What follows belongs to an exercise in optimizing a design on an open flow for small area and a short achievable clock period; a production flow would make more cautious choices. The RTL was checked by simulation tests, not by an equivalence proof against the original design. Power is estimated from default activity; no workload was simulated.

==> 11-19: inputs <==
==> flow/design.v <==
package banner_pkg;
  localparam int BANNER_COLS  = 120;
  localparam int BANNER_ROWS  = 12;
  localparam int BANNER_MAP_W = BANNER_COLS * BANNER_ROWS;
  localparam int BANNER_GLYPH = 12;
  localparam int BANNER_X_W   = 8;
  localparam int BANNER_Y_W   = 5;
  localparam int BANNER_IDX_W = 11;
endpackage
import banner_pkg::*;
module banner_raster_counter
(
  input  logic       clk_i,
  input  logic       rst_ni,
  input  logic       adv_i,
  output logic [6:0] x_o,
  output logic [3:0] y_o,
  output logic       eol_o,
  output logic       eof_o
);
  logic [6:0] x_q;
  logic [3:0] y_q;
  logic       eol_q, eof_q;
  always_ff @(posedge clk_i or negedge rst_ni) begin
    if (!rst_ni) begin
      x_q   <= '0;
      y_q   <= '0;
      eol_q <= 1'b0;
      eof_q <= 1'b0;
    end else if (adv_i) begin
      x_q   <= eol_q ? 7'd0 : x_q + 7'd1;
      y_q   <= eof_q ? 4'd0 : (eol_q ? y_q + 4'd1 : y_q);
      eol_q <= (x_q == 7'd118);
      eof_q <= (x_q == 7'd118) && (y_q == 4'd11);
    end
  end
  assign x_o   = x_q;
  assign y_o   = y_q;
  assign eol_o = eol_q;
  assign eof_o = eof_q;
endmodule
import banner_pkg::*;
module banner_pixel_streamer
(
  input  logic                    clk_i,
  input  logic                    rst_ni,
  input  logic                    load_i,
  input  logic [BANNER_MAP_W-1:0] pixel_map_i,
  output logic                    busy_o,
  output logic                    pix_valid,
  input  logic                    pix_ready,
  output logic                    pix_data,
  output logic [BANNER_X_W-1:0]   pix_x,
  output logic [BANNER_Y_W-1:0]   pix_y,
  output logic                    pix_eol,
  output logic                    pix_eof
);
  localparam int CHAIN_W = BANNER_MAP_W - 2;   
  logic               busy_q;
  logic               data_q;
  logic               b0_q, b1_q;    
  logic               s_q;           
  logic               pol_q;         
  logic [CHAIN_W-1:0] chain_q;       
  logic               xfer;
  logic [6:0]         x_q;
  logic [3:0]         y_q;
  logic               eol_q, eof_q;
  assign xfer = busy_q & pix_ready;
  banner_raster_counter u_counter (
    .clk_i  (clk_i),
    .rst_ni (rst_ni),
    .adv_i  (xfer),
    .x_o    (x_q),
    .y_o    (y_q),
    .eol_o  (eol_q),
    .eof_o  (eof_q)
  );
  logic sel_ld_q, sel_sh_q, sel_hd_q;
  logic busy_d, s_d;
  logic c0;
  assign c0 = chain_q[0] ^ pol_q;
  always_ff @(posedge clk_i or negedge rst_ni) begin
    if (!rst_ni) begin
      sel_ld_q <= 1'b1;
      sel_sh_q <= 1'b0;
      sel_hd_q <= 1'b0;
    end else begin
      sel_ld_q <= !busy_d;
      sel_sh_q <= busy_d & s_d;
      sel_hd_q <= busy_d & !s_d;
    end
  end
  always_ff @(posedge clk_i) begin
    for (int k = 0; k < CHAIN_W; k++)
      chain_q[k] <= !((sel_ld_q & pixel_map_i[CHAIN_W-1-k]) |
                      (sel_sh_q & ((k + 1 < CHAIN_W) ? chain_q[(k + 1) % CHAIN_W] : 1'b0)) |
                      (sel_hd_q & chain_q[k]));
    pol_q <= busy_q ? !pol_q : 1'b1;
  end
  assign s_d    = busy_q ? pix_ready : 1'b1;
  assign busy_d = busy_q ? !(pix_ready && eof_q) : load_i;
  always_ff @(posedge clk_i) begin
    s_q <= s_d;
    if (!busy_q) begin
      b0_q <= pixel_map_i[BANNER_MAP_W-2];
    end else begin
      if (pix_ready) b0_q <= s_q ? c0 : b1_q;
      if (s_q && !pix_ready) b1_q <= c0;
    end
  end
  always_ff @(posedge clk_i or negedge rst_ni) begin
    if (!rst_ni) begin
      busy_q <= 1'b0;
      data_q <= 1'b0;
    end else begin
      busy_q <= busy_d;
      if (busy_q) begin
        if (pix_ready) data_q <= !eof_q && b0_q;
      end else begin
        data_q <= load_i && pixel_map_i[BANNER_MAP_W-1];
      end
    end
  end
  assign busy_o    = busy_q;
  assign pix_valid = busy_q;
  assign pix_data  = data_q;
  assign pix_x     = {1'b0, x_q};
  assign pix_y     = {1'b0, y_q};
  assign pix_eol   = eol_q;
  assign pix_eof   = eof_q;
endmodule
==> flow/run.sh <==
#!/bin/bash
# synth_recipe.tcl (not shown) runs the flow's synth.tcl, then flattens the netlist and writes it again
# the make line also repeats each setting of config.mk as NAME=value (left out here)
make -C /OpenROAD-flow-scripts/flow DESIGN_CONFIG=/design/flow/config.mk WORK_HOME=/design/flow/orfs CLKGATE_MAP_FILE= SYNTH_SCRIPT=/design/flow/synth_recipe.tcl finish
==> flow/config.mk <==
export PLATFORM = sky130hd
export DESIGN_NAME = banner_pixel_streamer
export DESIGN_NICKNAME = banner_pixel_streamer
export VERILOG_FILES = /design/flow/design.v
export SDC_FILE = /design/flow/constraint.sdc
export NUM_CORES = 4
export LEC_CHECK = 0
export CAP_MARGIN = 20
export CORE_MARGIN = 2
export CORE_UTILIZATION = 55
export SLEW_MARGIN = 20
==> flow/constraint.sdc <==
create_clock -name core_clock -period 6.5 [get_ports {clk_i}]
set_input_delay 1.3000 -clock core_clock [delete_from_list [all_inputs] [get_ports {clk_i}]]
set_output_delay 1.3000 -clock core_clock [all_outputs]
set_load 0.01 [all_outputs]
==> 02-13: changes against 11-19 <==
CORE_AREA = 5 5 495 495   (was default)
CORE_MARGIN = default   (was 2)
CORE_UTILIZATION = default   (was 55)
DIE_AREA = 0 0 500 500   (was default)
==> 08-12: changes against 11-19 <==
==> flow/design.v, changed modules only <==
module banner_raster_counter
(
  input  logic       clk_i,
  input  logic       rst_ni,
  input  logic       adv_i,
  output logic [6:0] nx_o,
  output logic [3:0] ny_o,
  output logic       last_o
);
  logic [6:0] nx_q;
  logic [3:0] ny_q;
  logic       last;
  assign last = (nx_q == 7'd0) && (ny_q == 4'(BANNER_ROWS));
  always_ff @(posedge clk_i or negedge rst_ni) begin
    if (!rst_ni) begin
      nx_q <= 7'd1;
      ny_q <= 4'd0;
    end else if (adv_i) begin
      if (last) begin
        nx_q <= 7'd1;
        ny_q <= 4'd0;
      end else if (nx_q == 7'(BANNER_COLS - 1)) begin
        nx_q <= 7'd0;
        ny_q <= ny_q + 4'd1;
      end else begin
        nx_q <= nx_q + 7'd1;
      end
    end
  end
  assign nx_o   = nx_q;
  assign ny_o   = ny_q;
  assign last_o = last;
endmodule
module banner_pixel_streamer
(
  input  logic                    clk_i,
  input  logic                    rst_ni,
  input  logic                    load_i,
  input  logic [BANNER_MAP_W-1:0] pixel_map_i,
  output logic                    busy_o,
  output logic                    pix_valid,
  input  logic                    pix_ready,
  output logic                    pix_data,
  output logic [BANNER_X_W-1:0]   pix_x,
  output logic [BANNER_Y_W-1:0]   pix_y,
  output logic                    pix_eol,
  output logic                    pix_eof
);
  localparam int CHAIN_W = BANNER_MAP_W - 2;   
  logic               vld_q, busy_q, data_q, eol_q, eof_q;
  logic [6:0]         x_q;
  logic [3:0]         y_q;
  logic               busy;          
  logic               b0_q, b1_q;    
  logic               s_q;           
  logic               pol_q;         
  logic [CHAIN_W-1:0] chain_q;       
  logic               xfer, last;
  logic [6:0]         nx;
  logic [3:0]         ny;
  logic sel_ld_q, sel_sh_q, sel_hd_q;
  logic busy_d, s_d;
  logic c0;
  assign busy = !sel_ld_q;
  assign xfer = busy & pix_ready;
  banner_raster_counter u_counter (
    .clk_i  (clk_i),
    .rst_ni (rst_ni),
    .adv_i  (xfer),
    .nx_o   (nx),
    .ny_o   (ny),
    .last_o (last)
  );
  assign busy_d = sel_ld_q ? load_i : !(pix_ready && last);
  assign s_d    = busy ? pix_ready : 1'b1;
  assign c0     = chain_q[0] ^ pol_q;
  always_ff @(posedge clk_i or negedge rst_ni) begin
    if (!rst_ni) begin
      sel_ld_q <= 1'b1;
      sel_sh_q <= 1'b0;
      sel_hd_q <= 1'b0;
    end else begin
      sel_ld_q <= !busy_d;
      sel_sh_q <= busy_d & s_d;
      sel_hd_q <= busy_d & !s_d;
    end
  end
  always_ff @(posedge clk_i) begin
    for (int k = 0; k < CHAIN_W; k++)
      chain_q[k] <= !((sel_ld_q & pixel_map_i[CHAIN_W-1-k]) |
                      (sel_sh_q & ((k + 1 < CHAIN_W) ? chain_q[(k + 1) % CHAIN_W] : 1'b0)) |
                      (sel_hd_q & chain_q[k]));
    pol_q <= busy ? !pol_q : 1'b1;
  end
  always_ff @(posedge clk_i) begin
    s_q <= s_d;
    if (!busy) begin
      b0_q <= pixel_map_i[BANNER_MAP_W-2];
    end else begin
      if (pix_ready) b0_q <= s_q ? c0 : b1_q;
      if (s_q && !pix_ready) b1_q <= c0;
    end
  end
  always_ff @(posedge clk_i or negedge rst_ni) begin
    if (!rst_ni) begin
      vld_q  <= 1'b0;
      busy_q <= 1'b0;
      data_q <= 1'b0;
      x_q    <= '0;
      y_q    <= '0;
      eol_q  <= 1'b0;
      eof_q  <= 1'b0;
    end else begin
      vld_q  <= vld_q ? !(pix_ready && last) : load_i;
      busy_q <= busy_q ? !(pix_ready && last) : load_i;
      if (!busy) begin
        data_q <= load_i && pixel_map_i[BANNER_MAP_W-1];
      end else if (pix_ready) begin
        data_q <= !last && b0_q;
        x_q    <= nx;
        y_q    <= last ? 4'd0 : ny;
        eol_q  <= (nx == 7'(BANNER_COLS - 1));
        eof_q  <= (nx == 7'(BANNER_COLS - 1)) && (ny == 4'(BANNER_ROWS - 1));
      end
    end
  end
  assign busy_o    = busy_q;
  assign pix_valid = vld_q;
  assign pix_data  = data_q;
  assign pix_x     = {1'b0, x_q};
  assign pix_y     = {1'b0, y_q};
  assign pix_eol   = eol_q;
  assign pix_eof   = eof_q;
endmodule
==> flow/flow/run.sh (new file) <==
#!/bin/bash
# The standard layout (standard.sh), with the port buffers inserted as buf_1 cells (timing
# repair resizes them as needed) instead of the delay cells buffer_ports picks by default.
bash standard.sh \
  "BUFFER_PORTS_ARGS=-buffer_cell sky130_fd_sc_hd__buf_1" \
  finish > standard.log 2>&1
==> flow/standard.sh (new file) <==
#!/bin/bash
# synth_recipe.tcl (not shown) runs the flow's synth.tcl, then flattens the netlist and writes it again
# the make line also repeats each setting of config.mk as NAME=value (left out here)
make -C /OpenROAD-flow-scripts/flow DESIGN_CONFIG=/design/flow/config.mk WORK_HOME=/design/flow/orfs CLKGATE_MAP_FILE= SYNTH_SCRIPT=/design/flow/synth_recipe.tcl "${@:-finish}"
CORE_AREA = 5 5 495 495   (was default)
CORE_MARGIN = default   (was 2)
CORE_UTILIZATION = default   (was 55)
CTS_CLUSTER_DIAMETER = 100   (was default)
CTS_CLUSTER_SIZE = 25   (was default)
DIE_AREA = 0 0 500 500   (was default)
SETUP_SLACK_MARGIN = 4.0   (was default)
TNS_END_PERCENT = 100   (was default)
removed: flow/run.sh
==> comparison <==
08-12 passed the timing, design-rule and antenna checks. 02-13 completed without violations. 11-19 never finished: it broke off in I/O pin placement (3_2_place_iop). Between 08-12 and 02-13, the lower maximum frequency is in 02-13 (gap about 30%, measured against 02-13). In 08-12 the clock skew is lower than in 02-13, by 0.034 ns. In critical path depth, 02-13 and 08-12 do not differ. Of 08-12 and 02-13, 08-12 has the higher worst hold slack (gap 0.037 ns). Between 02-13 and 08-12, the lower first-iteration DRC count is in 08-12 (gap 2.4%, measured against 08-12).
==> figures <==
| quantity | 11-19 | 02-13 | 08-12 |
|---|---|---|---|
| Synth Area per Inst | 13.40 sq um | 13.40 sq um | 13.34 sq um |
| Run status | aborted with a tool error | timing/DRC/antenna clean | timing/DRC/antenna clean |
| Failing step | I/O pin placement (3_2_place_iop) | - | - |
| Post-Layout Inst Area | - | 68710 sq um | 57650 sq um |
| Invs w/o clock | - | 7 | 8 |
| FFs & Latches | - | 1460 | 1472 |
| Post-detailed-routing wire length | - | 193.2 mm | 177.2 mm |
| Share of cell area taken by multi-input logic gates | - | 21.59% | 26.00% |
| Fraction of power consumed by combinational cells | - | 14.8% | 19.2% |
| Main power group | - | registers | registers |
| Clock buffer count from CTS | - | 155 | 72 |
| Power drawn by the combinational cells | - | 3.90 mW | 5.29 mW |

port drivers added, routing unchanged:
How much do the figures lean on ideal ports? The routed layouts below were timed once more, with nothing changed but the port constraints.
Step 1: set_driving_cell puts a clkbuf_16 on clk_i and a buf_2 on each other input, an assumption about the parent block.
Step 2 times the ports against the registers' clock, not the clock port: input delays grow and output delays shrink by t, the midpoint of the rising clock arrivals with the driver on.
Slacks: no drivers / after step 1 / after step 2; pairs: no drivers / after step 1.
run	t, ns	setup slack, ns	worst register clock-pin slew, ns
02-13	0.858	3.110 / 3.011 / 3.103	0.07 / 0.07
08-12	0.803	3.868 / 3.771 / 3.584	0.11 / 0.11
After both steps setup and hold are still met in every run listed. The setup slack of 08-12, which loses most, moves by -0.097 ns with the drivers and by -0.284 ns with both steps.
